Background: an optimization exercise with open tools, aiming at a short achievable clock period and few clock cycles per item. Do not read the settings as production practice. Function was checked by simulation only, so behaviour that the tests miss may differ from the original. Power figures rest on the tool's default switching activity, not on a simulated workload.

<file path="design/flow/constraint.sdc">
create_clock -name core_clock -period 4.0 [get_ports {clk_gated}]
set_input_delay 0.8000 -clock core_clock [delete_from_list [all_inputs] [get_ports {clk_gated}]]
set_output_delay 0.8000 -clock core_clock [all_outputs]
set_load 0.01 [all_outputs]
</file>
<file path="design/flow/design.v">
`default_nettype none
package bsr_format_pkg;
    typedef enum logic [1:0] {
        META_ROW_PTR = 2'd0,   
        META_COL_IDX = 2'd1    
    } meta_kind_e;
    parameter int META_ADDR_W = 8;    
    parameter int BLK_IDX_W   = 16;   
    parameter int BLK_POS_W   = 16;   
    typedef struct packed {
        meta_kind_e             kind;   
        logic [META_ADDR_W-1:0] addr;   
    } meta_req_t;
endpackage
`default_nettype wire
`default_nettype none
package bsr_sched_pkg;
    typedef enum logic [3:0] {
        IDLE        = 4'd0,    
        ROW_PTR_LO  = 4'd1,    
        ROW_PTR_HI  = 4'd2,    
        CHECK_EMPTY = 4'd3,    
        COL_IDX     = 4'd4,    
        LOAD        = 4'd5,    
        OFFER       = 4'd6,    
        WAIT_DONE   = 4'd7,    
        NEXT_BLOCK  = 4'd8,    
        NEXT_ROW    = 4'd9,    
        FINISH      = 4'd10    
    } sched_state_e;
    typedef struct packed {
        logic [15:0] row;   
        logic [15:0] col;   
    } block_pos_t;
endpackage
`default_nettype wire
`default_nettype none
import bsr_format_pkg::*;
import bsr_sched_pkg::*;
module bsr_scheduler
#(
    parameter int BLOCK_DIM = 8   
) (
    input  wire logic        clk_gated,
    input  wire logic        rst_n,
    input  wire logic        start,
    input  wire logic [15:0] cfg_num_block_rows,
    output logic             meta_rd_en,
    output bsr_format_pkg::meta_req_t meta_req,
    input  wire logic [31:0] meta_rd_data,
    input  wire logic        meta_rd_valid,
    output logic             block_rd_en,
    output logic [31:0]      block_rd_addr,
    input  wire logic [7:0]  block_rd_data,
    output logic             systolic_valid,
    output logic [8*BLOCK_DIM*BLOCK_DIM-1:0] systolic_block,
    output bsr_sched_pkg::block_pos_t systolic_pos,
    input  wire logic        systolic_ready,
    input  wire logic        systolic_done,
    output logic             busy,
    output logic             done,
    output logic [31:0]      blocks_processed
);
    localparam int NBYTES = BLOCK_DIM * BLOCK_DIM;
    localparam int CNT_W  = $clog2(NBYTES);
    localparam logic [CNT_W-1:0] KLAST = CNT_W'(NBYTES - 1);
    localparam int MS_RP0  = 0;   
    localparam int MS_RP   = 1;   
    localparam int MS_CHKA = 2;   
    localparam int MS_CHK  = 3;   
    localparam int MS_COL  = 4;   
    localparam int MS_NROW = 5;   
    localparam int MS_END  = 6;   
    localparam int MS_N    = 7;
    logic            run_start;   
    logic            hand;        
    logic [MS_N-1:0] ms;
    logic            q0v, q1v;    
    logic            pop;         
    logic            nbusy;       
    logic            vld_i;       
    assign run_start = start & nbusy;
    assign hand      = vld_i & systolic_ready;
    logic [15:0] num_rows;
    logic        abusy;   
    logic        fin;     
    logic        busy_n;
    logic        done_n;
    assign fin = ~nbusy & ms[MS_END] & ~q0v & ~vld_i & (~abusy | systolic_done);
    always_comb begin
        busy_n = ~nbusy;
        done_n = done;
        if (run_start) begin
            busy_n = (cfg_num_block_rows != 16'd0);
            done_n = (cfg_num_block_rows == 16'd0);   
        end else if (fin) begin
            busy_n = 1'b0;
            done_n = 1'b1;
        end
    end
    always_ff @(posedge clk_gated or negedge rst_n) begin
        if (!rst_n) begin
            busy   <= 1'b0;
            nbusy  <= 1'b1;
            done   <= 1'b0;
            abusy  <= 1'b0;
        end else begin
            busy   <= busy_n;
            nbusy  <= ~busy_n;
            done <= done_n;
            if (run_start) begin
                abusy <= 1'b0;
            end else if (hand) begin
                abusy <= 1'b1;
            end else if (systolic_done) begin
                abusy <= 1'b0;
            end
        end
    end
    always_ff @(posedge clk_gated) begin
        if (run_start) begin
            num_rows <= cfg_num_block_rows;
        end
    end
    logic [7:0] bp_lo_n, bp_hi_n;   
    logic [7:0] bp_lo_x, bp_hi_x;   
    logic       bp_c;
    assign bp_lo_x = run_start ? 8'd0 : ~bp_lo_n + {7'd0, hand};
    assign bp_hi_x = run_start ? 8'd0 : ~bp_hi_n + {7'd0, bp_c};
    assign blocks_processed[31:16] = 16'd0;
    always_ff @(posedge clk_gated or negedge rst_n) begin
        if (!rst_n) begin
            blocks_processed[15:0] <= '0;
            bp_lo_n                <= '1;
            bp_hi_n                <= '1;
            bp_c                   <= 1'b0;
        end else begin
            blocks_processed[15:0] <= {bp_hi_x, bp_lo_x};
            bp_lo_n                <= ~bp_lo_x;
            bp_hi_n                <= ~bp_hi_x;
            bp_c                   <= ~run_start & hand & (bp_lo_n == 8'h00);
        end
    end
    logic            pending;     
    logic            mv_q;        
    logic [15:0]     md_q;        
    logic [15:0]     r;           
    logic [15:0]     rn;          
    logic [15:0]     rn1;         
    logic [15:0]     rend;        
    logic [15:0]     jm;          
    logic [15:0]     jm1;         
    logic            j_eq;        
    logic            r_eq;        
    logic            push;        
    logic            go_row0;     
    logic            go_rp;       
    logic            go_col;      
    logic [MS_N-1:0] ms_n;
    logic [9:0]      mreq_n;      
    logic [9:0]      mreq_x;      
    assign push    = ms[MS_COL] & mv_q;
    assign go_row0 = run_start & (cfg_num_block_rows != 16'd0);
    assign go_col  = ms[MS_CHK] & ~j_eq & ~q1v;
    assign go_rp   = (ms[MS_RP0] & mv_q) | (ms[MS_NROW] & ~r_eq);
    always_comb begin
        ms_n          = ms;
        ms_n[MS_RP0]  = ms[MS_RP0] & ~mv_q;
        ms_n[MS_RP]   = (ms[MS_RP] & ~mv_q) | go_rp;
        ms_n[MS_CHKA] = (ms[MS_RP] | ms[MS_COL]) & mv_q;
        ms_n[MS_CHK]  = ms[MS_CHKA] | (ms[MS_CHK] & ~j_eq & q1v);
        ms_n[MS_COL]  = (ms[MS_COL] & ~mv_q) | go_col;
        ms_n[MS_NROW] = ms[MS_CHK] & j_eq;
        ms_n[MS_END]  = ms[MS_END] | (ms[MS_NROW] & r_eq);
        if (run_start) begin
            ms_n         = '0;
            ms_n[MS_RP0] = go_row0;
        end
    end
    always_comb begin
        mreq_x = ~mreq_n;
        if (run_start) begin
            mreq_x = {META_ROW_PTR, 8'd0};
        end else if (ms[MS_RP0] & mv_q) begin
            mreq_x = {META_ROW_PTR, 8'd1};
        end else if (ms[MS_CHK]) begin
            mreq_x = {META_COL_IDX, jm[META_ADDR_W-1:0]};
        end else if (ms[MS_NROW]) begin
            mreq_x = {META_ROW_PTR, rn1[META_ADDR_W-1:0]};
        end
    end
    always_ff @(posedge clk_gated or negedge rst_n) begin
        if (!rst_n) begin
            ms         <= '0;
            pending    <= 1'b0;
            mv_q       <= 1'b0;
            meta_rd_en <= 1'b0;
        end else begin
            ms         <= ms_n;
            mv_q       <= pending & meta_rd_valid;
            meta_rd_en <= go_row0 | go_rp | go_col;
            pending    <= go_row0 | go_rp | go_col | (pending & ~meta_rd_valid);
        end
    end
    always_ff @(posedge clk_gated) begin
        md_q     <= meta_rd_data[15:0];
        jm1      <= jm + 16'd1;
        rn1      <= rn + 16'd1;
        j_eq     <= (jm == rend);
        r_eq     <= (rn == num_rows);
        meta_req <= mreq_x;
        mreq_n   <= ~mreq_x;
        if (ms[MS_RP0] & mv_q) begin
            jm <= md_q;
            r  <= '0;
            rn <= 16'd1;
        end
        if (ms[MS_RP] & mv_q) begin
            rend <= md_q;
        end
        if (push) begin
            jm <= jm1;
        end
        if (ms[MS_NROW]) begin
            r  <= rn;
            rn <= rn1;
        end
    end
    logic [31:0] q0, q1;
    always_ff @(posedge clk_gated or negedge rst_n) begin
        if (!rst_n) begin
            q0v <= 1'b0;
            q1v <= 1'b0;
        end else if (run_start) begin
            q0v <= 1'b0;
            q1v <= 1'b0;
        end else if (push & ~pop) begin
            q0v <= 1'b1;
            q1v <= q0v;
        end else if (pop & ~push) begin
            q0v <= q1v;
            q1v <= 1'b0;
        end
    end
    always_ff @(posedge clk_gated) begin
        if (push & (pop ? ~q1v : ~q0v)) begin
            q0 <= {r, md_q};
        end else if (pop) begin
            q0 <= q1;
        end
        if (push) begin
            q1 <= {r, md_q};
        end
    end
    logic             srun;     
    logic             rd;       
    logic             rd_x;     
    logic [15:0]      jr_n;     
    logic [15:0]      jr_c;     
    logic [15:0]      jr_x;
    logic [15:0]      jr1;      
    logic [CNT_W-1:0] kr_n;     
    logic [CNT_W-1:0] kr_c;     
    logic [CNT_W-1:0] kr_x;
    logic [15:0]      jr_q;     
    logic [CNT_W-1:0] kr_q;
    logic [CNT_W-1:0] k1;       
    logic             v1;       
    logic             l1;       
    logic             acc;      
    logic             drop;     
    logic             sgo;      
    logic             stop;
    logic [31:0]      pos_n;    
    logic [31:0]      pos_x;
    assign jr_c = ~jr_n;
    assign kr_c = ~kr_n;
    assign acc  = ~vld_i | systolic_ready;
    assign drop = v1 & ~acc;
    assign pop  = v1 & l1;   
    assign stop = ms[MS_END] & ~q0v;
    assign sgo  = ms[MS_RP0] & pending & meta_rd_valid;
    logic last_x;   
    assign last_x = rd ? (kr_c == KLAST - 1'b1) : (kr_c == KLAST);
    always_comb begin
        kr_x = kr_c;
        jr_x = jr_c;
        if (sgo) begin
            kr_x = '0;
            jr_x = meta_rd_data[15:0];
        end else begin
            if (drop) begin
                kr_x = k1;
            end else if (rd) begin
                kr_x = kr_c + 1'b1;
            end
            if (rd & (kr_c == KLAST)) begin
                jr_x = jr1;
            end
        end
        if (run_start | stop) begin
            rd_x = 1'b0;
        end else if (sgo) begin
            rd_x = 1'b1;
        end else begin
            rd_x = srun & (drop | ~last_x | q0v);
        end
    end
    assign block_rd_addr = {10'd0, jr_q, kr_q};
    always_ff @(posedge clk_gated or negedge rst_n) begin
        if (!rst_n) begin
            srun        <= 1'b0;
            block_rd_en <= 1'b0;
            v1          <= 1'b0;
            l1          <= 1'b0;
        end else begin
            v1          <= rd & ~drop;   
            l1          <= rd & (kr_c == KLAST);
            block_rd_en <= rd_x;
            if (run_start | stop) begin
                srun <= 1'b0;
            end else if (sgo) begin
                srun <= 1'b1;
            end
        end
    end
    always_ff @(posedge clk_gated) begin
        rd   <= rd_x;   
        jr1  <= jr_c + 16'd1;
        k1   <= kr_c;
        jr_q <= jr_x;
        jr_n <= ~jr_x;
        kr_q <= kr_x;
        kr_n <= ~kr_x;
        for (int b = 0; b < NBYTES; b++) begin
            if (v1 & acc & (k1 == CNT_W'(b))) begin
                systolic_block[8*b +: 8] <= block_rd_data;   
            end
        end
        systolic_pos <= pos_x;
        pos_n        <= ~pos_x;
    end
    assign pos_x   = pop ? q0 : ~pos_n;
    always_ff @(posedge clk_gated or negedge rst_n) begin
        if (!rst_n) begin
            systolic_valid <= 1'b0;
            vld_i          <= 1'b0;
        end else begin
            systolic_valid <= pop | (systolic_valid & ~systolic_ready);
            vld_i          <= pop | (vld_i & ~systolic_ready);
        end
    end
endmodule
`default_nettype wire
</file>
<file path="design/flow/run.sh">
#!/bin/bash
# synth_recipe.tcl (not shown) runs the flow's synth.tcl, then flattens the netlist and writes it again
# the make line also repeats each setting of config.mk as NAME=value (left out here)
make -C /OpenROAD-flow-scripts/flow DESIGN_CONFIG=/design/flow/config.mk WORK_HOME=/design/flow/orfs CLKGATE_MAP_FILE= SYNTH_SCRIPT=/design/flow/synth_recipe.tcl finish
</file>
<file path="design/flow/config.mk">
export PLATFORM = sky130hd
export DESIGN_NAME = bsr_scheduler
export DESIGN_NICKNAME = bsr_scheduler
export VERILOG_FILES = /design/flow/design.v
export SDC_FILE = /design/flow/constraint.sdc
export NUM_CORES = 4
export LEC_CHECK = 0
export CAP_MARGIN = 20
export CORE_MARGIN = 2
export CORE_UTILIZATION = 30
export CTS_CLUSTER_DIAMETER = 100
export CTS_CLUSTER_SIZE = 25
export PLACE_DENSITY = 0.5
export SETUP_SLACK_MARGIN = 2.2
export SLEW_MARGIN = 20
</file>
==> results of run 1 <==
## area by class of cell
cell class,count,share of cell area
clock buffer,65,0.03019
antenna,2,0.0001279
inverter,74,0.007356
clock inverter,7,0.002814
multi-input combinational,674,0.1384
timing repair buffer,727,0.1350
tap,1298,0.04151
sequential,912,0.6445
## cells in the final DEF, fill, tap and decap left out, types with 6 or more instances in the layout
| cell | netlist | routed |
|---|---|---|
| a21oi_1 | 6 | 6 |
| a311o_1 | 16 | 16 |
| a311oi_2 | 9 | 13 |
| and2_1 | 48 | 47 |
| buf_12 | 0 | 14 |
| buf_2 | 6 | 458 |
| buf_4 | 26 | 56 |
| buf_6 | 3 | 157 |
| clkbuf_1 | 33 | 20 |
| clkbuf_16 | 0 | 45 |
| clkdlybuf4s50_1 | 0 | 35 |
| conb_1 | 1 | 26 |
| dfrtp_1 | 38 | 34 |
| dfstp_2 | 17 | 17 |
| dfxtp_1 | 201 | 137 |
| dfxtp_2 | 0 | 60 |
| edfxtp_1 | 656 | 656 |
| ha_1 | 9 | 9 |
| inv_1 | 73 | 72 |
| mux2_2 | 49 | 17 |
| mux2_4 | 0 | 32 |
| nand2_1 | 84 | 70 |
| nand2_2 | 0 | 9 |
| nand2b_1 | 10 | 8 |
| nand3_1 | 26 | 20 |
| nand4_1 | 18 | 18 |
| nor2_1 | 118 | 54 |
| nor2_4 | 0 | 59 |
| nor2b_1 | 14 | 10 |
| nor3_1 | 23 | 15 |
| nor3_4 | 0 | 12 |
| o21a_1 | 35 | 35 |
| or2_4 | 0 | 7 |
| or3_1 | 9 | 8 |
| xnor2_1 | 76 | 76 |
| xor2_1 | 16 | 16 |
## state kept, by name, summed over array words and instances, names as in the netlist, 32 cells and up
signal          count
systolic_block    512
pos_n              32
q0                 32
q1                 32
systolic_pos       32
## final timing paths
| check | from | cells past startpoint | slack [ns] | endpoint |
|---|---|---|---|---|
| max in group asynchronous | rst_n | 2 | 2.93 | bp_hi_n[4] |
| min in group core_clock | jr_n[0] | 0 | 0.41 | jr1[0] |
| max reg2reg | vld_i | 6 | 2.15 | systolic_block[27] |
| min | rst_n | 1 | 0.31 | blocks_processed[10] |
| max | systolic_block[6] | 1 | 1.87 | systolic_block[6] |
| min reg2reg | jr_n[0] | 0 | 0.41 | jr1[0] |
## power by group through the flow
| stage | Combinational, mW | Clock [mW] | Sequential (mW) |
|---|---|---|---|
| final | 2.83 | 5.08 | 11.5 |
| after global routing | 3.05 | 5.58 | 11.6 |
| after CTS | 2.76 | 5.26 | 11.5 |
| after detailed placement | 2.40 | 0 | 11.6 |
| after global placement | 2.39 | 0 | 11.6 |
| after floorplan | 1.14 | 0 | 11.5 |
## through the flow
step                cell area (um^2)  hold WS [ns]  worst slack [ns]
floorplan                      30520        0.3727             1.865
global placement               38340        0.3918            0.7793
detailed placement             38340        0.3971            0.7646
CTS                            38430        0.2806             1.762
global route                   39120        0.3326             1.804
finish                         39120        0.3071             1.869
## metal layers
metal,track usage,share of wire,vias up
li1,-,-,7552
met1,0.2056,0.40,8479
met2,0.2864,0.48,613
met3,0.05418,0.082,138
met4,0.06228,0.039,6
met5,0,0.00043,-
## worst reg2reg max path, cell delays in order (launching register included)
cell	delay, ns
dfrtp_2	0.44
nand2b_4	0.11
nand2_1	0.06
or3_4	0.38
buf_12	0.17
buf_12	0.15
nor2_4	0.23
## cells by family after synthesis
group	Yosys count	synth area share
muxes	50	0.01869
buffers and inverters	147	0.02264
and+or+nand+nor	396	0.06606
adders and majority gates	9	0.003746
AOI/OAI and AO/OA	93	0.02626
other	1	0.0001248
xor gates and xnor gates	92	0.02681
DFF	912	0.8357
## timing repair
item,CTS,global route
cloned,8,5
pin swaps,18,22
setup buffers,28,17
resized for setup,2815,128
endpoints found under the setup margin,1387,1037
==> results.toml, run 1 <==
[outcome]
status = "timing/DRC/antenna clean"

[power]
power.internal_mw = 14.32
switching_share = 0.2640
p_switching_mw = 5.136
p_leak_nw = 14.52
seq_power_share = 0.593
power_density_nw_per_um2 = 497.2
peakVddDrop_mv = 0.4395
power_frac_comb = 0.146
clkPwrFrac = 0.261
power_mw = 19.45

[route]
drc_errors = 0
routedWlPerCell_um = 24.35
vias = 16790
dr.pass1.iters = 8
drt_first_iter_violations = 1251
routed_via_density = 4.466
finalWirelength_um = 91550
drtAntennaViolNets = 0

[cts]
htreeDepth = 2
clock_latency_ns = 0.63
cts_made_buffers = 44
hold_buffers = 0
ctsRootBufferMaster = "clkbuf_16"
clkTransAtPathRegs_ns = 0.10
clk_path_buf_depth = 3
cts_tree = "done"
cts.sinks = 912

[floorplan]
fp.dieW_um = 320.5
dieArea_um2 = 102700
core_area_um2 = 99710
rows = 116
die_y_um = 320.5
io_pins = 685
initial_core_util = 0.3015

[synthesis]
ys.flop_type = "edfxtp_1"
synth.distinct_cells = 57
async_flop_share = 0.06031
synth_top_area_frac = 0.6553
synth_area_um2 = 30060
avgSynthCellArea_um2 = 17.68
synth_edf_count = 656
netlist_instances = 1700
yosysMostFrequentCell = "edfxtp_1"
seq_area_frac_synth = 0.8357
synthTopCellsByArea = "edfxtp_1 (66%), dfxtp_1 (13%), dfrtp_1 (3.2%)"
synth_commonest_cells = "edfxtp_1 (656), dfxtp_1 (201), nor2_1 (118), nand2_1 (84), xnor2_1 (76)"
synth_area_leader_cell = "edfxtp_1"
yosys_warnings = 1
ys_ff_latch = 912

[timing]
grt_setup_unrepaired = "true"
finalSetupViolations = 0
fmax_ghz = 0.4693
tns_ns = 0
slew_violations = 0
worstMarginPinSlew_ns = 1.012
hold_violations = 0
period_share = 0.5327
finClkSkew_ns = 0.02504
relSlewSlack = 0.3251
min_period_ns = 2.131

[worst_setup_path]
slowest_stage = "edfxtp_1"
crit_type = "reg2out"
cp.arrival_ns = 1.33
required_ns = 3.20
cp_cell_sequence = "buf_6"
start_kind = "flop"
cp_top_family = "flip-flops"
endpoint_kind = "output pin"
cp_max_fo = 1
slowest_delay_ns = 0.51
path_buf_inv = 1

[cells_and_area]
final_core_util = 0.3923
multi_input_area_um2 = 5415
layoutNonFillerInstCount = 3759
syn2layout_area_growth_pct = 30.14
seqCellArea_um2 = 25220
nNetsFinal = 2504
layout-drive-gt1-share = 0.4172
num-fill-cells = 9275

[hold_path]
hold_class = "in2async"

[flow_run]
maxCapViolCount = 0

[grt]
overflow = 0
grt_start_max_net_pins = 65
antenna_found_initial = 7
grt_pass1_vias = 16650
grt_pass1_wl_um = 126500
grt.total_usage = 0.1708

[placed_design]
dp_cells = 3627
routabilityCongestion = 0.8120
dp_hpwl_um = 63440
place.port_buffers = 642
Testbench counts, summed over its fixed seeds: cycles 56,319, items 858.
==> run 2, diff against run 1 <==
--- a/design/flow/config.mk
+++ b/design/flow/config.mk
@@ -7,9 +7,9 @@
 export LEC_CHECK = 0
 export CAP_MARGIN = 20
 export CORE_MARGIN = 2
-export CORE_UTILIZATION = 30
+export CORE_UTILIZATION = 40
 export CTS_CLUSTER_DIAMETER = 100
 export CTS_CLUSTER_SIZE = 25
-export PLACE_DENSITY = 0.5
+export PLACE_DENSITY = 0.6
 export SETUP_SLACK_MARGIN = 2.2
 export SLEW_MARGIN = 20
==> run 2 against run 1 <==
  * Routed wire length decreased by 11%
  * Via count decreased by 2.1%
  * Sequential power about the same
  * Register-to-register slack improved by 0.03 ns
  * Flip-flop and latch count unchanged
  * Worst hold slack got worse by 0.13 ns
  * Cell count decreased by 9.9%
  * Synthesized cell count unchanged
  * First-iteration DRC count decreased by 13%
  * Clock skew increased by 0.0020 ns
  * Maximum frequency increased by 4.8%
  * Utilization increased by 12 points
  * Critical endpoint is now systolic_block[47]
==> results.toml, run 2 <==
[route]
finalWirelength_um = 81500
routed_via_density = 4.852
vias = 16430
wl_met1_um = 32520
wl_met2_um = 42190
drtAntennaViolNets = 0
dr.pass1.iters = 5
met3_length_um = 4489
drc_errors = 0
routedWlPerCell_um = 24.06
top_layer = "met4"
drt_first_iter_violations = 1087

[timing]
grt_setup_unrepaired = "true"
finalSetupViolations = 0
worstMarginPinSlew_ns = 0.9478
whs_ns = 0.1783
finClkSkew_ns = 0.02700
hold_violations = 0
fmax_ghz = 0.4917
fin_ws_ns = 1.966
period_share = 0.5084
slew_violations = 0
relSlewSlack = 0.3681
min_period_ns = 2.034
tns_ns = 0

[synthesis]
yosysMostFrequentCell = "edfxtp_1"
synth_top_area_frac = 0.6553
yosys_warnings = 1
seq_area_frac_synth = 0.8357
ys.flop_type = "edfxtp_1"
async_flop_share = 0.06031
synthTopCellsByArea = "edfxtp_1 (66%), dfxtp_1 (13%), dfrtp_1 (3.2%)"
ys_ff_latch = 912
synth.distinct_cells = 57
synth_commonest_cells = "edfxtp_1 (656), dfxtp_1 (201), nor2_1 (118), nand2_1 (84), xnor2_1 (76)"
avgSynthCellArea_um2 = 17.68
netlist_instances = 1700
synth_area_um2 = 30060
synth_edf_count = 656
synth_area_leader_cell = "edfxtp_1"

[cells_and_area]
antenna_cells = 0
fin_area_um2 = 37910
largest_reg_flops = 512
layout-drive-gt1-share = 0.4053
num-fill-cells = 6286
nNetsFinal = 2464
largest_register = "systolic_block"
layoutNonFillerInstCount = 3387
final_common_cell = "edfxtp_1"
mostFrequentLayoutCells = "edfxtp_1 (656), buf_2 (476), dfxtp_1 (142)"
final_core_util = 0.5093
syn2layout_area_growth_pct = 26.13

[worst_setup_path]
reg2reg_depth = 5
path_buf_inv = 1
regToRegStartpoint = "v1"
reg2reg_to = "systolic_block[2]"
reg2reg_slack_ns = 2.18
slowest_stage = "edfxtp_1"
crit_type = "reg2out"
cp_cell_sequence = "buf_6"
start_kind = "flop"
cp.arrival_ns = 1.23
cp_top_family = "flip-flops"
slowest_delay_ns = 0.46
cp_max_fo = 1
required_ns = 3.20
endpoint_kind = "output pin"

[hold_path]
hold_class = "in2async"

[grt]
grt_start_max_net_pins = 69
grt_pass1_vias = 16380
grt.total_usage = 0.2042
antenna_found_initial = 1
grt_pass1_wl_um = 116500
overflow = 0

[cts]
ctsRootBufferMaster = "clkbuf_16"
clkTransAtPathRegs_ns = 0.10
htreeDepth = 2
hold_buffers = 0
cts_tree = "done"
clock_latency_ns = 0.60
clk_path_buf_depth = 3
cts.sinks = 912
cts_made_buffers = 42

[placed_design]
place.port_buffers = 642
dp_hpwl_um = 55110
routabilityCongestion = 0.8069
dp_slack_ns = 0.8458
dp_cells = 3280
placed_cell_area_um2 = 37790

[floorplan]
rows = 100
initial_core_util = 0.4038
fp.dieW_um = 278.1
core_area_um2 = 74450
die_y_um = 278.1
io_pins = 685
dieArea_um2 = 77360

[flow_run]
maxCapViolCount = 0

[outcome]
status = "timing/DRC/antenna clean"

[power]
peakVddDrop_mv = 0.4361
p_leak_nw = 14.12
power_mw = 18.89
power_density_nw_per_um2 = 498.1
## run 2: worst max-delay path by stage
stage,from,to,slack [ns],cells past startpoint
floorplan,systolic_ready,systolic_block[0],1.87,6
global placement,systolic_ready,systolic_block[5],0.87,6
detailed placement,systolic_ready,systolic_block[4],0.85,6
CTS,systolic_block[47],systolic_block[47],1.90,1
global route,systolic_block[47],systolic_block[47],1.92,1
finish,systolic_block[47],systolic_block[47],1.97,1
## run 2: repair_timing
action	in CTS	in global routing
gates resized for setup	2732	100
gates cloned	5	3
setup endpoints to repair	1293	925
pin swaps	21	19
buffers inserted	21	9
## run 2: report_power, final
group / leakage, nW / internal [mW] / switching (mW) / total [mW]
registers: 8.25 / 10.9 / 0.616 / 11.5
logic: 5.30 / 1.11 / 1.43 / 2.54
clock network: 0.570 / 2.03 / 2.78 / 4.82
## run 2: cell type report
class                           count  area (um^2)  area share
Inverter                           74        287.8    0.007590
Clock buffer                       67         1166     0.03076
Tap cell                          969         1212     0.03198
Clock inverter                      2        25.02   0.0006600
Multi-Input combinational cell    671         5253      0.1385
Timing Repair Buffer              692         4751      0.1253
Sequential cell                   912        25220      0.6652
## run 2: layer usage
metal	up-vias	GRT usage
met5	-	0
met4	0	0.06140
met3	98	0.04323
met2	501	0.3601
met1	8376	0.2519
li1	7458	-
## run 2: cell families after synthesis
family,after synthesis,share of synthesized area
buffers and inverters,147,0.02264
AOI/OAI and AO/OA,93,0.02626
DFF,912,0.8357
other,1,0.0001248
muxes,50,0.01869
adders and majority gates,9,0.003746
and+or+nand+nor,396,0.06606
xor gates and xnor gates,92,0.02681
==> run 3, diff against run 2 <==
--- a/design/flow/config.mk
+++ b/design/flow/config.mk
@@ -7,9 +7,9 @@
 export LEC_CHECK = 0
 export CAP_MARGIN = 20
 export CORE_MARGIN = 2
-export CORE_UTILIZATION = 40
-export CTS_CLUSTER_DIAMETER = 100
-export CTS_CLUSTER_SIZE = 25
-export PLACE_DENSITY = 0.6
+export CORE_UTILIZATION = 35
+export CTS_CLUSTER_DIAMETER = 80
+export CTS_CLUSTER_SIZE = 20
+export PLACE_DENSITY = 0.55
 export SETUP_SLACK_MARGIN = 2.2
 export SLEW_MARGIN = 20
==> run 3 against run 2 <==
  * Still clean on timing, DRC and antenna
  * Critical path depth stayed put
  * Via count is 1.7% higher
  * Combinational power is 6% higher
  * Clock power is 15% higher
  * Cell count is 6.6% higher
  * Sequential share of layout area is 1.7 points lower
  * Die area is 14% higher
  * Cell area is 2.6% higher
  * Largest cell class unchanged
==> results.toml, run 3 <==
[floorplan]
io_pins = 685
rows = 107
dieArea_um2 = 88250
core_area_um2 = 85150
initial_core_util = 0.3530
fp.dieW_um = 297.1
die_y_um = 297.1

[route]
routedWlPerCell_um = 24.19
dr.pass1.iters = 5
drtAntennaViolNets = 0
finalWirelength_um = 87350
met3_length_um = 5555
routed_via_density = 4.629
drc_errors = 0
wl_met2_um = 44280
top_layer = "met4"
vias = 16720
drt_first_iter_violations = 1146
wl_met1_um = 35050

[cells_and_area]
layout-drive-gt1-share = 0.4131
final_core_util = 0.4567
largest_reg_flops = 512
mostFrequentLayoutCells = "edfxtp_1 (656), buf_2 (465), buf_6 (152)"
nNetsFinal = 2505
antenna_cells = 0
layoutNonFillerInstCount = 3611
fin_area_um2 = 38890
final_common_cell = "edfxtp_1"
largest_register = "systolic_block"
syn2layout_area_growth_pct = 29.37

[worst_setup_path]
reg2reg_slack_ns = 2.16
endpoint_kind = "output pin"
cp_cell_sequence = "buf_6"
start_kind = "flop"
cp_max_fo = 1
cp_top_family = "flip-flops"
cp.arrival_ns = 1.21
crit_type = "reg2out"
regToRegStartpoint = "v1"
timing.critical_path.from = "systolic_block[369]"
reg2reg_depth = 5
slowest_delay_ns = 0.42
required_ns = 3.20
crit_cells = 1
slowest_stage = "edfxtp_1"
path_buf_inv = 1

[grt]
grt_pass1_vias = 16620
grt_start_max_net_pins = 68
overflow = 0
antenna_found_initial = 1
grt.total_usage = 0.1914
grt_pass1_wl_um = 123800

[timing]
fmax_ghz = 0.4975
whs_ns = 0.3215
relSlewSlack = 0.3447
finalSetupViolations = 0
finClkSkew_ns = 0.02505
fin_ws_ns = 1.990
min_period_ns = 2.010
period_share = 0.5025
grt_setup_unrepaired = "true"
slew_violations = 0
hold_violations = 0
tns_ns = 0
worstMarginPinSlew_ns = 0.9829

[synthesis]
synth_area_um2 = 30060
synth_commonest_cells = "edfxtp_1 (656), dfxtp_1 (201), nor2_1 (118), nand2_1 (84), xnor2_1 (76)"
yosysMostFrequentCell = "edfxtp_1"
synth_top_area_frac = 0.6553
yosys_warnings = 1
avgSynthCellArea_um2 = 17.68
synth_edf_count = 656
async_flop_share = 0.06031
ys_ff_latch = 912
synth_area_leader_cell = "edfxtp_1"
synth.distinct_cells = 57
netlist_instances = 1700
seq_area_frac_synth = 0.8357
ys.flop_type = "edfxtp_1"
synthTopCellsByArea = "edfxtp_1 (66%), dfxtp_1 (13%), dfrtp_1 (3.2%)"

[power]
power_mw = 19.76
power_density_nw_per_um2 = 508.1
p_leak_nw = 14.45
peakVddDrop_mv = 0.3841

[outcome]
status = "timing/DRC/antenna clean"

[cts]
hold_buffers = 0
cts_tree = "done"
clk_path_buf_depth = 3
htreeDepth = 2
cts_made_buffers = 53
ctsRootBufferMaster = "clkbuf_16"
cts.sinks = 912
clock_latency_ns = 0.62
clkTransAtPathRegs_ns = 0.08

[placed_design]
dp_slack_ns = 0.7094
place.port_buffers = 642
routabilityCongestion = 0.8333
placed_cell_area_um2 = 38110
dp_hpwl_um = 59560
dp_cells = 3466

[hold_path]
hold_class = "in2async"

[flow_run]
maxCapViolCount = 0
## run 3: cell counts after synthesis
No cell type changed its count.
## run 3: cell type report
| type | count | area [um^2] |
|---|---|---|
| Timing Repair Buffer | 721 | 5180 |
| Clock buffer | 80 | 1449 |
| Fill cell | 7630 | 46260 |
| Inverter | 74 | 285.3 |
| Tap cell | 1144 | 1431 |
| Clock inverter | 8 | 81.33 |
| Sequential cell | 912 | 25220 |
| Multi-Input combinational cell | 672 | 5240 |
## run 3: worst paths after layout
| kind | endpoint |
|---|---|
| worst max-delay path | systolic_block[369] |
| worst min-delay path | systolic_valid |
| worst max register to register | systolic_block[16] |
| worst min register to register | jr1[0] |
| max in group asynchronous | nbusy |
| min in group core_clock | jr1[0] |
## run 3: layer usage
| layer | global-route usage | vias to the layer above |
|---|---|---|
| li1 | - | 7577 |
| met1 | 0.2396 | 8459 |
| met2 | 0.3307 | 573 |
| met3 | 0.04426 | 108 |
| met4 | 0.05580 | 0 |
| met5 | 0 | - |
## run 3: cell families (layout without fill, tap and decap cells)
family          Yosys count  count (layout)  share of synthesized area
compound gates           93              93                    0.02626
other cells               1              26                  0.0001248
xor+xnor                 92              92                    0.02681
buf+inv                 147             883                    0.02264
flops                   912             912                     0.8357
fa+ha+maj                 9               9                   0.003746
mux                      50              50                    0.01869
simple gates            396             402                    0.06606
## run 3: where the power goes
part           switching, mW  internal (mW)
clock network           3.01           2.53
logic                   1.50           1.20
registers              0.599           10.9
total                   5.11           14.6
## run 3: repair_timing
action | 4_1_cts | 5_1_grt
setup buffers | 26 | 22
cloned | 6 | 3
pin swaps | 24 | 19
setup endpoints to repair | 1306 | 1049
gates resized for setup | 2764 | 109
==> run 4, diff against run 3 <==
--- a/design/flow/design.v
+++ b/design/flow/design.v
@@ -314,7 +314,7 @@
             v1          <= 1'b0;
             l1          <= 1'b0;
         end else begin
-            v1          <= rd & ~drop;   
+            v1          <= rd & srun & ~drop;   
             l1          <= rd & (kr_c == KLAST);
             block_rd_en <= rd_x;
             if (run_start | stop) begin
==> run 4 against run 3 <==
  * Still clean on timing, DRC and antenna
  * Sequential power hardly changed
  * Non-clock buffer count is 18 lower
  * Cell count is 0.78% lower
  * Worst hold slack worse by 0.10 ns
  * Combinational power is about 10% lower
  * Flip-flop and latch count stayed put
  * Count of clock-buffer cells in the layout is 6 lower
  * Die area hardly changed
  * Power is 1.2% lower
  * Clock power is 2% higher
  * Global-route usage is 0.32 points higher
==> results.toml, run 4 <==
[synthesis]
seq_area_frac_synth = 0.8362
synthTopCellsByArea = "edfxtp_1 (66%), dfxtp_1 (13%), dfrtp_1 (3.2%)"
synth_top_area_frac = 0.6557
yosys.area_share.simple = 0.05998
synth_area_leader_cell = "edfxtp_1"
synth_commonest_cells = "edfxtp_1 (656), dfxtp_1 (201), nor2_1 (108), inv_1 (88), nand2_1 (85)"
synth-compound-area-share = 0.01462
avgSynthCellArea_um2 = 17.75
ys.flop_type = "edfxtp_1"
synth_edf_count = 656
async_flop_share = 0.06031
synth_xor_area_frac = 0.02653
yosysMostFrequentCell = "edfxtp_1"
yosys_warnings = 1
synth.distinct_cells = 55
synthMuxAreaShare = 0.03578
synth_adder_area_share = 0.003748
synth_top_family_by_area = "simple AND/OR/NAND/NOR gates"
ys_ff_latch = 912
synth_area_um2 = 30040
netlist_instances = 1692

[power]
peakVddDrop_mv = 0.3561
p_leak_nw = 14.83
power_density_nw_per_um2 = 498.5
power_mw = 19.52

[floorplan]
io_pins = 685
die_y_um = 297.0
dieArea_um2 = 88190
core_area_um2 = 85150
fp.dieW_um = 297.0
initial_core_util = 0.3528
rows = 107

[cts]
cts.sinks = 912
clkTransAtPathRegs_ns = 0.08
htreeDepth = 2
clk_path_buf_depth = 3
clock_latency_ns = 0.62
ctsRootBufferMaster = "clkbuf_16"
cts_made_buffers = 54
hold_buffers = 0
cts_tree = "done"

[worst_setup_path]
cp.arrival_ns = 1.24
crit_type = "reg2out"
endpoint_kind = "output pin"
slowest_delay_ns = 0.44
start_kind = "flop"
path_buf_inv = 1
required_ns = 3.20
slowest_stage = "edfxtp_1"
cp_max_fo = 1
cp_top_family = "flip-flops"
cp_cell_sequence = "buf_2"

[grt]
grt.total_usage = 0.1946
grt_start_max_net_pins = 65
overflow = 0
antenna_found_initial = 1
grt_pass1_wl_um = 125800
grt_pass1_vias = 16370

[flow_run]
maxCapViolCount = 0

[route]
vias = 16520
dr.pass1.iters = 5
drt_first_iter_violations = 1059
routedWlPerCell_um = 24.82
finalWirelength_um = 88950
drtAntennaViolNets = 0
routed_via_density = 4.611
drc_errors = 0

[timing]
hold_violations = 0
period_share = 0.5093
min_period_ns = 2.037
finalSetupViolations = 0
finClkSkew_ns = 0.01974
relSlewSlack = 0.3375
slew_violations = 0
tns_ns = 0
fmax_ghz = 0.4909
worstMarginPinSlew_ns = 0.9938
grt_setup_unrepaired = "true"

[cells_and_area]
seqCellArea_um2 = 25220
syn2layout_area_growth_pct = 30.33
num-fill-cells = 7558
final_common_cell = "edfxtp_1"
multi_input_area_um2 = 5484
antenna_cells = 0
largest_register = "systolic_block"
final_core_util = 0.4598
mostFrequentLayoutCells = "edfxtp_1 (656), buf_2 (435), buf_6 (180)"
layout-drive-gt1-share = 0.4178
nNetsFinal = 2485
largest_reg_flops = 512

[hold_path]
hold_class = "in2async"

[placed_design]
place.port_buffers = 642
dp_hpwl_um = 59580
routabilityCongestion = 0.8236

[outcome]
status = "timing/DRC/antenna clean"
==> run 4: changes by cell type after synthesis, moves of 10 or more <==
| cell | previous run | this run |
|---|---|---|
| inv_1 | 73 | 88 |
| mux2_2 | 49 | 66 |
| nor2_1 | 118 | 108 |
| mux2i_1 | 1 | 32 |
| a311o_1 | 16 | 0 |
==> run 4: timing repair <==
action,CTS,global route
pin swaps,18,20
setup buffers,29,6
resized for setup,2850,142
cloned,5,2
endpoints found under the setup margin,1320,948
endpoints found under the hold margin,0,0
==> run 4: stage by stage <==
step                      hold WS, ns  instance area, um^2  setup WS [ns]  cells
final                          0.2210                39150          1.963   3583
after floorplan                0.3605                30560          1.814   1717
after CTS                      0.1892                38540          1.923   3575
after global routing           0.2351                39150          1.916   3583
after global placement         0.3897                38140         0.7393   3460
after detailed placement       0.3961                38140         0.7575   3460
==> run 4: logic make-up (layout without fill, tap and decap cells) <==
group                    count (synthesis)  in the layout
AND/OR/NAND/NOR                        365            367
AO/OA/AOI/OAI                           62             62
XOR/XNOR                                91             91
other                                    1             26
buffers and inverters                  153            873
multiplexers                            99             99
adder cells (fa/ha/maj)                  9              9
flip-flops                             912            912
==> run 4: per-layer routing <==
layer,vias to the layer above,track usage,share of wire,wire length (um)
li1,7425,-,-,-
met1,8527,0.2379,0.40,35540
met2,488,0.3591,0.53,47440
met3,81,0.03944,0.053,4728
met4,2,0.03090,0.014,1222
met5,-,0,0.00017,15
==> run 4: power breakdown <==
part           total (mW)  switching [mW]  internal (mW)  leakage [nW]
clock                5.65            3.03           2.63         0.761
combinational        2.42            1.31           1.11          5.81
sequential           11.4           0.601           10.8          8.26
total                19.5            4.94           14.6          14.8
==> run 4: path summary, 6_finish.rpt <==
check / startpoint / end / slack (ns) / cells past startpoint
setup / recovery: systolic_block[367] / systolic_block[367] / 1.96 / 1
hold / removal: rst_n / blocks_processed[11] / 0.22 / 1
setup reg to reg: kr_n[2] / jr_q[1] / 2.13 / 4
hold reg to reg: jr_n[0] / jr1[0] / 0.41 / 0
max in group asynchronous: rst_n / nbusy / 2.89 / 2
min in group core_clock: jr_n[0] / jr1[0] / 0.41 / 0
==> run 4: cell type report <==
class,instances,share of cell area
Multi-Input combinational cell,654,0.1401
Tap cell,1144,0.03656
Inverter,89,0.008724
Timing Repair Buffer,703,0.1304
Sequential cell,912,0.6441
Clock inverter,7,0.002045
Clock buffer,74,0.03806
Testbench counts of run 4, summed over its fixed seeds: cycles 56,319, items 858.
==> run 5, diff against run 4 <==
--- a/design/flow/config.mk
+++ b/design/flow/config.mk
@@ -8,7 +8,7 @@
 export CAP_MARGIN = 20
 export CORE_MARGIN = 2
 export CORE_UTILIZATION = 35
-export CTS_CLUSTER_DIAMETER = 80
+export CTS_CLUSTER_DIAMETER = 60
 export CTS_CLUSTER_SIZE = 20
 export PLACE_DENSITY = 0.55
 export SETUP_SLACK_MARGIN = 2.2
==> run 5 against run 4 <==
  * Power is 6.8% higher
  * Setup slack worse by 0.031 ns
  * Count of clock-buffer cells in the layout is 3 higher
  * Synthesized cell count stayed put
  * Sequential share of layout area is 1.2 points lower
  * Register-to-register slack hardly changed
  * Critical endpoint unchanged
  * Largest power group unchanged
  * Highest routed layer unchanged
==> results.toml, run 5 <==
[synthesis]
synthTopCellsByArea = "edfxtp_1 (66%), dfxtp_1 (13%), dfrtp_1 (3.2%)"
ys_ff_latch = 912
synth.distinct_cells = 55
synth_area_um2 = 30040
avgSynthCellArea_um2 = 17.75
synth_edf_count = 656
seq_area_frac_synth = 0.8362
yosysMostFrequentCell = "edfxtp_1"
netlist_instances = 1692
synth_top_area_frac = 0.6557
synth_commonest_cells = "edfxtp_1 (656), dfxtp_1 (201), nor2_1 (108), inv_1 (88), nand2_1 (85)"
yosys_warnings = 1
synth_area_leader_cell = "edfxtp_1"
async_flop_share = 0.06031
ys.flop_type = "edfxtp_1"

[floorplan]
rows = 107
io_pins = 685
die_y_um = 297.0
fp.dieW_um = 297.0
initial_core_util = 0.3528
dieArea_um2 = 88190
core_area_um2 = 85150

[flow_run]
maxCapViolCount = 0

[power]
power_density_nw_per_um2 = 522.5
p_leak_nw = 15.22
peakVddDrop_mv = 0.3418

[cells_and_area]
largest_reg_flops = 512
antenna_cells = 0
nNetsFinal = 2502
layoutNonFillerInstCount = 3622
fin_area_um2 = 39890
mostFrequentLayoutCells = "edfxtp_1 (656), buf_2 (434), buf_6 (181)"
layout-drive-gt1-share = 0.4322
syn2layout_area_growth_pct = 32.80
final_common_cell = "edfxtp_1"
largest_register = "systolic_block"

[timing]
slew_violations = 0
finalSetupViolations = 0
grt_setup_unrepaired = "true"
tns_ns = 0
hold_violations = 0
min_period_ns = 2.068
fin_ws_ns = 1.932
relSlewSlack = 0.3417
worstMarginPinSlew_ns = 0.9875
finClkSkew_ns = 0.02624
period_share = 0.5169
fmax_ghz = 0.4836

[outcome]
status = "timing/DRC/antenna clean"

[grt]
antenna_found_initial = 1
grt_pass1_wl_um = 126500
grt_pass1_vias = 16460
grt_start_max_net_pins = 65
overflow = 0
grt.total_usage = 0.1968

[hold_path]
hold_class = "in2async"

[cts]
cts_tree = "done"
cts.sinks = 912
clkTransAtPathRegs_ns = 0.08
cts_made_buffers = 68
htreeDepth = 3
clk_path_buf_depth = 3
clock_latency_ns = 0.62
hold_buffers = 0
ctsRootBufferMaster = "clkbuf_16"

[worst_setup_path]
cp_top_family = "flip-flops"
crit_type = "reg2out"
cp.arrival_ns = 1.27
endpoint_kind = "output pin"
reg2reg_slack_ns = 2.13
path_buf_inv = 1
reg2reg_to = "jr_q[1]"
slowest_stage = "edfxtp_1"
cp_max_fo = 1
required_ns = 3.20
cp_cell_sequence = "buf_2"
crit_cells = 1
slowest_delay_ns = 0.45
regToRegStartpoint = "kr_n[2]"
start_kind = "flop"
reg2reg_depth = 4

[route]
drc_errors = 0
vias = 16660
dr.pass1.iters = 5
finalWirelength_um = 89840
routedWlPerCell_um = 24.80
drt_first_iter_violations = 1065
drtAntennaViolNets = 0
routed_via_density = 4.601

[placed_design]
dp_cells = 3460
routabilityCongestion = 0.8236
dp_slack_ns = 0.7575
placed_cell_area_um2 = 38140
dp_hpwl_um = 59580
place.port_buffers = 642
## run 5: cell type report
class,instances,area (um^2)
Clock inverter,40,469.2
Tap cell,1144,1431
Sequential cell,912,25220
Timing Repair Buffer,706,5152
Multi-Input combinational cell,654,5507
Inverter,89,341.6
Fill cell,7499,45250
Clock buffer,77,1777
## run 5: cell families (layout without fill, tap and decap cells)
logic type | count (synthesis) | in the layout | share of synthesized area
adders and majority gates | 9 | 9 | 0.003749
AOI/OAI and AO/OA | 62 | 62 | 0.01462
xor gates and xnor gates | 91 | 91 | 0.02653
DFF | 912 | 912 | 0.8362
muxes | 99 | 99 | 0.03578
buffers and inverters | 153 | 912 | 0.02303
and+or+nand+nor | 365 | 367 | 0.05998
other | 1 | 26 | 0.0001248
## run 5: worst max path at each step
stage / from / end / slack (ns)
3_5_place_dp: systolic_ready / systolic_block[75] / 0.76
2_1_floorplan: systolic_ready / systolic_block[100] / 1.81
6_report: systolic_block[367] / systolic_block[367] / 1.93
5_1_grt: systolic_block[367] / systolic_block[367] / 1.91
3_3_place_gp: systolic_ready / systolic_block[121] / 0.74
4_1_cts: systolic_block[367] / systolic_block[367] / 1.91
## run 5: metrics by stage
stage	power (mW)	hold WS [ns]	util
finish	20.84	0.2011	0.4685
global route	21.65	0.2315	0.4685
CTS	20.90	0.1830	0.4601
detailed placement	13.50	0.3961	0.4479
global placement	13.48	0.3897	0.4479
floorplan	12.43	0.3605	-
## run 5: what timing repair did
action	CTS	global route
cloned	5	3
endpoints found under the setup margin	1321	939
resized for setup	2850	158
buffers inserted	26	11
pin swaps	22	20
## run 5: metal layers
| metal | track usage | vias up | wire length, um | part of all wire |
|---|---|---|---|---|
| li1 | - | 7509 | - | - |
| met1 | 0.2386 | 8553 | 35420 | 0.39 |
| met2 | 0.3585 | 514 | 47940 | 0.53 |
| met3 | 0.04148 | 86 | 4838 | 0.054 |
| met4 | 0.04353 | 2 | 1625 | 0.018 |
| met5 | 0 | - | 16 | 0.00018 |
## run 5: where the power goes
group | leakage [nW] | internal [mW] | switching [mW]
combinational | 5.86 | 1.10 | 1.31
sequential | 8.26 | 10.8 | 0.605
clock | 1.09 | 3.45 | 3.54
total | 15.2 | 15.4 | 5.45
==> run 6, diff against run 5 <==
--- a/design/flow/design.v
+++ b/design/flow/design.v
@@ -314,7 +314,7 @@
             v1          <= 1'b0;
             l1          <= 1'b0;
         end else begin
-            v1          <= rd & srun & ~drop;   
+            v1          <= rd & ~drop;   
             l1          <= rd & (kr_c == KLAST);
             block_rd_en <= rd_x;
             if (run_start | stop) begin
==> run 6 against run 5 <==
  * Cell area down 0.65%
  * Clock skew barely moved
  * Sequential share of layout area grew 0.41 points
  * Routed wire length down 1.9%
  * Register-to-register slack gained 0.04 ns
  * Non-clock buffer count grew 15
  * Global-route usage is 0.28 points lower
  * Sequential power hardly changed
  * Highest routed layer is now met4
==> results.toml, run 6 <==
[cts]
cts.sinks = 912
htreeDepth = 3
cts_made_buffers = 68
ctsRootBufferMaster = "clkbuf_16"
cts_tree = "done"
clkTransAtPathRegs_ns = 0.08
clock_latency_ns = 0.62
clk_path_buf_depth = 3

[synthesis]
synth_commonest_cells = "edfxtp_1 (656), dfxtp_1 (201), nor2_1 (118), nand2_1 (84), xnor2_1 (76)"
synth_adder_area_share = 0.003746
synth_top_area_frac = 0.6553
synthMuxAreaShare = 0.01869
async_flop_share = 0.06031
synth_area_um2 = 30060
synth_xor_area_frac = 0.02681
synth.distinct_cells = 57
yosys.area_share.simple = 0.06606
yosysMostFrequentCell = "edfxtp_1"
synthTopCellsByArea = "edfxtp_1 (66%), dfxtp_1 (13%), dfrtp_1 (3.2%)"
ys_ff_latch = 912
avgSynthCellArea_um2 = 17.68
synth_edf_count = 656
netlist_instances = 1700
synth_top_family_by_area = "simple AND/OR/NAND/NOR gates"
yosys_warnings = 1
ys.flop_type = "edfxtp_1"
synth_area_leader_cell = "edfxtp_1"
seq_area_frac_synth = 0.8357
synth-compound-area-share = 0.02626

[power]
p_leak_nw = 14.78
peakVddDrop_mv = 0.3708
power_mw = 21.17
power_density_nw_per_um2 = 534.2

[placed_design]
routabilityCongestion = 0.8333
place.port_buffers = 642
dp_hpwl_um = 59560
placed_cell_area_um2 = 38110
dp_slack_ns = 0.7094

[floorplan]
dieArea_um2 = 88250
rows = 107
core_area_um2 = 85150
initial_core_util = 0.3530
io_pins = 685
die_y_um = 297.1
fp.dieW_um = 297.1

[cells_and_area]
num-fill-cells = 7533
largest_reg_flops = 512
syn2layout_area_growth_pct = 31.85
final_core_util = 0.4655
nNetsFinal = 2520
mostFrequentLayoutCells = "edfxtp_1 (656), buf_2 (462), buf_6 (153)"
largest_register = "systolic_block"
layout-drive-gt1-share = 0.4242
final_common_cell = "edfxtp_1"
fin_area_um2 = 39640

[timing]
period_share = 0.4982
min_period_ns = 1.993
tns_ns = 0
finalSetupViolations = 0
fin_ws_ns = 2.007
relSlewSlack = 0.3561
hold_violations = 0
fmax_ghz = 0.5018
grt_setup_unrepaired = "true"
finClkSkew_ns = 0.02671
slew_violations = 0
worstMarginPinSlew_ns = 0.9658

[worst_setup_path]
path_buf_inv = 1
start_kind = "flop"
reg2reg_to = "q0[23]"
slowest_delay_ns = 0.41
endpoint_kind = "output pin"
cp_max_fo = 1
cp_cell_sequence = "buf_2"
regToRegStartpoint = "v1"
required_ns = 3.20
reg2reg_depth = 7
reg2reg_slack_ns = 2.17
crit_type = "reg2out"
slowest_stage = "edfxtp_1"
cp_top_family = "flip-flops"
cp.arrival_ns = 1.19

[flow_run]
maxCapViolCount = 0

[grt]
grt_pass1_wl_um = 125000
antenna_found_initial = 1
grt.total_usage = 0.1940
grt_pass1_vias = 16800
grt_start_max_net_pins = 68
overflow = 0

[outcome]
status = "timing/DRC/antenna clean"

[route]
drtAntennaViolNets = 0
dr.pass1.iters = 5
finalWirelength_um = 88140
routedWlPerCell_um = 24.18
routed_via_density = 4.658
vias = 16980
drc_errors = 0
drt_first_iter_violations = 1101

[hold_path]
hold_class = "in2async"
[run 6: cell count changes after synthesis, moves of 9 or more]
cell,before,now
mux2_2,66,49
nor3_2,0,9
mux2i_1,32,1
inv_1,88,73
a311oi_2,0,9
a311o_1,0,16
nor2_1,108,118
[run 6: cells by family after synthesis]
family | count (synthesis)
and+or+nand+nor | 396
other | 1
DFF | 912
buffers and inverters | 147
AOI/OAI and AO/OA | 93
adders and majority gates | 9
muxes | 50
xor gates and xnor gates | 92
[run 6: metrics by stage]
| stage | hold WS (ns) | instances |
|---|---|---|
| detailed placement | 0.3945 | 3466 |
| global route | 0.3786 | 3645 |
| global placement | 0.3917 | 3466 |
| floorplan | 0.3727 | 1725 |
| CTS | 0.3118 | 3621 |
| finish | 0.3333 | 3646 |
[run 6: worst max path at each step]
stage          cells past startpoint  slack, ns             endpoint           startpoint
2_1_floorplan                      6       1.87    systolic_block[0]       systolic_ready
6_report                           1       2.01  systolic_block[421]  systolic_block[421]
4_1_cts                            1       1.95   systolic_block[23]   systolic_block[23]
3_3_place_gp                       6       0.75  systolic_block[104]       systolic_ready
5_1_grt                            1       1.94  systolic_block[421]  systolic_block[421]
3_5_place_dp                       6       0.71  systolic_block[110]       systolic_ready
[run 6: cell type report]
type | instances | area (um^2) | share of cell area
repair buffers | 721 | 5260 | 0.1327
flip-flops and latches | 912 | 25220 | 0.6362
well taps | 1144 | 1431 | 0.03611
clock inverters | 40 | 446.7 | 0.01127
clock buffers | 82 | 1797 | 0.04533
diodes | 1 | 2.502 | 0.00006314
multi-input cells | 672 | 5196 | 0.1311
inverters | 74 | 285.3 | 0.007197
[run 6: metal layers]
| metal | track usage | up-vias | part of all wire |
|---|---|---|---|
| met1 | 0.2400 | 8589 | 0.40 |
| met3 | 0.04747 | 111 | 0.067 |
| li1 | - | 7648 | - |
| met4 | 0.06866 | 0 | 0.031 |
| met5 | 0 | - | 0 |
| met2 | 0.3309 | 634 | 0.51 |
[run 6: where the power goes]
group / total, mW / switching, mW / internal [mW] / leakage (nW)
clock: 6.97 / 3.47 / 3.50 / 1.07
combinational: 2.70 / 1.50 / 1.20 / 5.46
sequential: 11.5 / 0.587 / 10.9 / 8.25
[run 6: what timing repair did]
| item | CTS | global route |
|---|---|---|
| setup endpoints to repair | 1296 | 861 |
| endpoints found under the hold margin | 0 | 0 |
| cloned | 6 | 4 |
| pin swaps | 20 | 18 |
| resized for setup | 2771 | 101 |
| buffers inserted | 27 | 20 |
| hold buffers | 0 | 0 |
Testbench counts of run 6, summed over its fixed seeds: cycles 56,319, items 858.
==> run 7, diff against run 6 <==
--- a/design/flow/config.mk
+++ b/design/flow/config.mk
@@ -11,5 +11,5 @@
 export CTS_CLUSTER_DIAMETER = 60
 export CTS_CLUSTER_SIZE = 20
 export PLACE_DENSITY = 0.55
-export SETUP_SLACK_MARGIN = 2.2
+export SETUP_SLACK_MARGIN = 2.4
 export SLEW_MARGIN = 20
==> run 7 against run 6 <==
  * Non-clock buffer count is 55 higher
  * Clock skew is 0.0014 ns higher
  * Still clean on timing, DRC and antenna
  * Cell count is 1.6% higher
  * Register-to-register slack worse by 0.08 ns
  * Clock power is 6.9% higher
  * Power is 5.8% higher
==> results.toml, run 7 <==
[timing]
slew_violations = 0
finClkSkew_ns = 0.02810
hold_violations = 0
min_period_ns = 2.069
fmax_ghz = 0.4833
fin_ws_ns = 1.931
tns_ns = 0
period_share = 0.5172
whs_ns = 0.2826
finalSetupViolations = 0
grt_setup_unrepaired = "true"
relSlewSlack = 0.3494
worstMarginPinSlew_ns = 0.9759

[worst_setup_path]
endpoint = "systolic_block[9]"
regToRegStartpoint = "kr_n[2]"
cp.arrival_ns = 1.27
start_kind = "flop"
reg2reg_depth = 6
slowest_stage = "edfxtp_1"
reg2reg_slack_ns = 2.09
required_ns = 3.20
cp_max_fo = 1
timing.critical_path.from = "systolic_block[9]"
cp_cell_sequence = "buf_6"
cp_top_family = "flip-flops"
path_buf_inv = 1
crit_cells = 1
crit_type = "reg2out"
reg2reg_to = "jr_n[5]"
slowest_delay_ns = 0.49
endpoint_kind = "output pin"

[synthesis]
synthTopCellsByArea = "edfxtp_1 (66%), dfxtp_1 (13%), dfrtp_1 (3.2%)"
synth_area_um2 = 30060
yosys_warnings = 1
ys.flop_type = "edfxtp_1"
netlist_instances = 1700
synth_top_area_frac = 0.6553
avgSynthCellArea_um2 = 17.68
synth.distinct_cells = 57
async_flop_share = 0.06031
synth_area_leader_cell = "edfxtp_1"
seq_area_frac_synth = 0.8357
synth_edf_count = 656
yosysMostFrequentCell = "edfxtp_1"
ys_ff_latch = 912
synth_commonest_cells = "edfxtp_1 (656), dfxtp_1 (201), nor2_1 (118), nand2_1 (84), xnor2_1 (76)"

[floorplan]
io_pins = 685
fp.dieW_um = 297.1
core_area_um2 = 85150
die_y_um = 297.1
initial_core_util = 0.3530
dieArea_um2 = 88250
rows = 107

[cts]
cts_tree = "done"
htreeDepth = 3
cts.sinks = 912
clock_latency_ns = 0.63
ctsRootBufferMaster = "clkbuf_16"
hold_buffers = 0
clkTransAtPathRegs_ns = 0.08
cts_made_buffers = 71
clk_path_buf_depth = 3

[grt]
grt.total_usage = 0.1981
grt_start_max_net_pins = 65
grt_pass1_wl_um = 127900
antenna_found_initial = 1
grt_pass1_vias = 17450
overflow = 0

[cells_and_area]
multi_input_area_um2 = 5964
largest_register = "systolic_block"
fin_area_um2 = 41360
seqCellArea_um2 = 25240
syn2layout_area_growth_pct = 37.59
final_core_util = 0.4858
mostFrequentLayoutCells = "edfxtp_1 (656), buf_2 (478), buf_6 (158)"
nNetsFinal = 2579
final_common_cell = "edfxtp_1"
largest_reg_flops = 512
num-fill-cells = 7414
antenna_cells = 0
layout-drive-gt1-share = 0.4682

[power]
p_leak_nw = 15.72
peakVddDrop_mv = 0.3359
power_density_nw_per_um2 = 541.7

[flow_run]
maxCapViolCount = 0

[outcome]
status = "timing/DRC/antenna clean"

[placed_design]
dp_hpwl_um = 58020
placed_cell_area_um2 = 38490
place.port_buffers = 642
routabilityCongestion = 0.8156
dp_slack_ns = 0.7275

[route]
drt_first_iter_violations = 1071
routedWlPerCell_um = 24.43
finalWirelength_um = 90520
dr.pass1.iters = 5
drtAntennaViolNets = 0
vias = 17280
routed_via_density = 4.665
drc_errors = 0

[hold_path]
hold_class = "in2async"
==> run 7: cell counts after synthesis <==
Identical to the previous run, type by type.
==> run 7: what timing repair did <==
item	in CTS	in global routing
buffers inserted	55	46
endpoints found under the setup margin	1387	1191
gates cloned	15	4
gates resized for setup	2808	187
pin swaps	47	65
==> run 7: kinds of logic (layout without fill, tap and decap cells) <==
family / count (synthesis) / count (layout) / share of synthesized area
buffers and inverters: 147 / 977 / 0.02264
and+or+nand+nor: 396 / 402 / 0.06606
DFF: 912 / 912 / 0.8357
xor gates and xnor gates: 92 / 92 / 0.02681
AOI/OAI and AO/OA: 93 / 93 / 0.02626
adders and majority gates: 9 / 9 / 0.003746
other: 1 / 26 / 0.0001248
muxes: 50 / 50 / 0.01869
==> run 7: worst min path at each step <==
| stage | start | to | cells after the start |
|---|---|---|---|
| after floorplan | kr_n[5] | k1[5] | 1 |
| after global placement | kr_n[5] | k1[5] | 1 |
| after detailed placement | kr_n[5] | k1[5] | 1 |
| after CTS | rst_n | done | 1 |
| after global routing | rst_n | ms[4] | 1 |
| final | rst_n | ms[4] | 1 |
==> run 7: layout make-up <==
class / count / area share
sequential: 912 / 0.6103
timing repair buffer: 776 / 0.1442
multi-input combinational: 672 / 0.1442
clock buffer: 85 / 0.04653
tap: 1144 / 0.03461
clock inverter: 41 / 0.01234
inverter: 74 / 0.007593
timing repair inverter: 1 / 0.0002118
==> run 7: stage by stage <==
stage	std cells	power, mW
5_1_grt	3705	23.28
3_3_place_gp	3459	13.96
4_1_cts	3655	22.09
3_5_place_dp	3459	13.99
2_1_floorplan	1725	12.80
6_report	3705	22.41
==> run 7: power by group <==
| part | internal [mW] | switching, mW | total (mW) |
|---|---|---|---|
| Combinational | 1.60 | 1.75 | 3.35 |
| Sequential | 10.9 | 0.674 | 11.6 |
| Clock | 3.82 | 3.63 | 7.45 |
==> run 7: per-layer routing <==
metal	global-route usage	vias to the layer above	routed length (um)
met1	0.2401	8755	35840
met5	0	-	0
met4	0.08081	0	3184
met2	0.3386	633	45630
met3	0.04864	129	5871
li1	-	7765	-
==> run 8, diff against run 7 <==
--- a/design/flow/design.v
+++ b/design/flow/design.v
@@ -314,7 +314,7 @@
             v1          <= 1'b0;
             l1          <= 1'b0;
         end else begin
-            v1          <= rd & ~drop;   
+            v1          <= rd & srun & ~drop;   
             l1          <= rd & (kr_c == KLAST);
             block_rd_en <= rd_x;
             if (run_start | stop) begin
==> run 8 against run 7 <==
  * Count of clock-buffer cells in the layout is 5 lower
  * Utilization is 0.11 points lower
  * First-iteration DRC count is 0.56% lower
  * Critical endpoint is now systolic_block[117]
  * Highest routed layer unchanged
  * Power is 4.7% lower
  * Clock power is 3.4% lower
==> results.toml, run 8 <==
[timing]
worstMarginPinSlew_ns = 0.9512
fin_ws_ns = 1.985
finalSetupViolations = 0
tns_ns = 0
finClkSkew_ns = 0.03060
hold_violations = 0
period_share = 0.5038
fmax_ghz = 0.4962
grt_setup_unrepaired = "true"
whs_ns = 0.1998
relSlewSlack = 0.3659
slew_violations = 0
min_period_ns = 2.015

[route]
vias = 16850
drc_errors = 0
finalWirelength_um = 88160
routedWlPerCell_um = 23.76
drt_first_iter_violations = 1065
dr.pass1.iters = 5
drtAntennaViolNets = 0
routed_via_density = 4.542

[synthesis]
yosys_warnings = 1
avgSynthCellArea_um2 = 17.75
ys.flop_type = "edfxtp_1"
ys_ff_latch = 912
synth_top_area_frac = 0.6557
synth_commonest_cells = "edfxtp_1 (656), dfxtp_1 (201), nor2_1 (108), inv_1 (88), nand2_1 (85)"
async_flop_share = 0.06031
synthTopCellsByArea = "edfxtp_1 (66%), dfxtp_1 (13%), dfrtp_1 (3.2%)"
yosysMostFrequentCell = "edfxtp_1"
synth.distinct_cells = 55
netlist_instances = 1692
synth_area_um2 = 30040
synth_area_leader_cell = "edfxtp_1"
synth_edf_count = 656
seq_area_frac_synth = 0.8362

[cts]
clock_latency_ns = 0.62
cts_tree = "done"
clkTransAtPathRegs_ns = 0.08
ctsRootBufferMaster = "clkbuf_16"
cts.sinks = 912
htreeDepth = 3
clk_path_buf_depth = 3
hold_buffers = 0
cts_made_buffers = 69

[cells_and_area]
layoutNonFillerInstCount = 3711
syn2layout_area_growth_pct = 37.36
multi_input_area_um2 = 5861
mostFrequentLayoutCells = "edfxtp_1 (656), buf_2 (458), buf_6 (176)"
num-fill-cells = 7366
final_common_cell = "edfxtp_1"
nNetsFinal = 2587
layout-drive-gt1-share = 0.4634
final_core_util = 0.4846
largest_reg_flops = 512
seqCellArea_um2 = 25220
largest_register = "systolic_block"

[grt]
grt_pass1_vias = 17100
antenna_found_initial = 1
overflow = 0
grt.total_usage = 0.1953
grt_start_max_net_pins = 65
grt_pass1_wl_um = 125800

[placed_design]
dp_slack_ns = 0.6571
dp_cells = 3465
routabilityCongestion = 0.8165
dp_hpwl_um = 57340
place.port_buffers = 642

[floorplan]
io_pins = 685
dieArea_um2 = 88190
core_area_um2 = 85150
fp.dieW_um = 297.0
rows = 107
die_y_um = 297.0
initial_core_util = 0.3528

[worst_setup_path]
endpoint_kind = "output pin"
cp_top_family = "flip-flops"
regToRegStartpoint = "kr_n[2]"
slowest_stage = "edfxtp_1"
required_ns = 3.20
reg2reg_depth = 4
cp_max_fo = 1
crit_type = "reg2out"
reg2reg_to = "jr_q[1]"
cp_cell_sequence = "buf_6"
start_kind = "flop"
cp.arrival_ns = 1.22
reg2reg_slack_ns = 2.12
slowest_delay_ns = 0.44
path_buf_inv = 1

[flow_run]
maxCapViolCount = 0

[power]
p_leak_nw = 15.94
power_density_nw_per_um2 = 517.5
peakVddDrop_mv = 0.3549

[outcome]
status = "timing/DRC/antenna clean"

[hold_path]
hold_class = "in2async"
[run 8: cell types whose count changed after synthesis, sizes merged, moves of 6 or more]
cell / before / now
a311oi: 16 / 0
mux2: 49 / 67
a311o: 16 / 0
nor3: 32 / 16
inv: 73 / 88
nor2: 118 / 109
mux2i: 1 / 32
buf: 39 / 33
[run 8: worst register-to-register path: cells and delay by family, from the launching register on]
kind,cells,cell delay [ns]
flip-flops,1,0.35
multiplexers,2,0.61
AND/OR/NAND/NOR,2,0.81
[run 8: area by class of cell]
type	count	share of cell area
inverter	89	0.008581
clock buffer	80	0.04488
antenna	1	0.00006064
timing repair buffer	787	0.1462
multi-input combinational	657	0.1420
clock inverter	41	0.01237
sequential	912	0.6112
tap	1144	0.03469
[run 8: routing by layer]
metal | track usage | wire, um | vias to the layer above
met5 | 0 | 0 | -
met4 | 0.04582 | 1526 | 0
met3 | 0.04550 | 5268 | 96
met2 | 0.3457 | 45820 | 538
met1 | 0.2416 | 35550 | 8538
li1 | - | - | 7682
[run 8: worst max-delay path by stage]
stage                                   start                   to  slack (ns)  depth (start not counted)
final                     systolic_block[117]  systolic_block[117]        1.98                          1
after global placement         systolic_ready    systolic_block[2]        0.64                          6
after detailed placement       systolic_ready    systolic_block[6]        0.66                          6
after floorplan                systolic_ready  systolic_block[152]        1.87                          4
after global routing      systolic_block[117]  systolic_block[117]        1.94                          1
after CTS                 systolic_block[117]  systolic_block[117]        1.93                          1
[run 8: cells by family after synthesis]
group / after synthesis / synth area share
AND/OR/NAND/NOR: 365 / 0.05998
flip-flops: 912 / 0.8362
AO/OA/AOI/OAI: 62 / 0.01462
other: 1 / 0.0001248
adder cells (fa/ha/maj): 9 / 0.003749
buffers and inverters: 153 / 0.02303
XOR/XNOR: 91 / 0.02653
multiplexers: 99 / 0.03578
[run 8: where the power goes]
group          internal (mW)  total, mW  switching (mW)
logic                   1.32       2.76            1.44
clock network           3.74       7.20            3.47
registers               10.8       11.4           0.552
[run 8: repair_timing]
| item | 4_1_cts | 5_1_grt |
|---|---|---|
| pin swaps | 45 | 46 |
| buffers inserted | 72 | 41 |
| endpoints found under the setup margin | 1406 | 1320 |
| cloned | 10 | 1 |
| resized for setup | 2862 | 163 |
| endpoints found under the hold margin | 0 | 0 |
[run 8: stage by stage]
step | instance area [um^2] | total power, mW
finish | 41260 | 21.35
global route | 41260 | 22.19
CTS | 40290 | 21.26
detailed placement | 38360 | 13.52
global placement | 38360 | 13.50
floorplan | 30810 | 12.51
Testbench counts of run 8, summed over its fixed seeds: cycles 56,319, items 858.

## separate check: timing with driven ports
In the flow no input, the clock included, has a driving cell. The finished layouts below were timed again as built, in two steps. Step 1 (the two cells are an assumption about what drives the block):
set clk [get_ports {clk_gated}]
set_driving_cell -lib_cell sky130_fd_sc_hd__clkbuf_16 $clk
set_driving_cell -lib_cell sky130_fd_sc_hd__buf_2 [delete_from_list [all_inputs] $clk]
Step 2 also shifts input and output timing later by t, the mid clock arrival at the registers, as if the neighbouring blocks saw the same clock. Three values: ideal ports, drivers, drivers and shift; two values: the first two.
| run | t (ns) | slack for setup (ns) | worst register clock-pin slew, ns |
|---|---|---|---|
| run 1 | 0.696 | 1.869 / 1.795 / 1.414 | 0.10 / 0.10 |
| run 2 | 0.655 | 1.966 / 1.903 / 1.594 | 0.10 / 0.10 |
| run 3 | 0.679 | 1.990 / 1.923 / 1.570 | 0.09 / 0.09 |
| run 4 | 0.671 | 1.963 / 1.901 / 1.590 | 0.09 / 0.09 |
| run 5 | 0.682 | 1.932 / 1.870 / 1.555 | 0.08 / 0.08 |
| run 6 | 0.673 | 2.007 / 1.940 / 1.580 | 0.08 / 0.08 |
| run 7 | 0.681 | 1.931 / 1.864 / 1.539 | 0.08 / 0.08 |
| run 8 | 0.669 | 1.985 / 1.922 / 1.494 | 0.08 / 0.08 |
After both steps setup and hold are still met in every run listed. For run 8, which loses most, drivers alone change the setup slack by -0.063 ns; drivers and shift together by -0.491 ns.
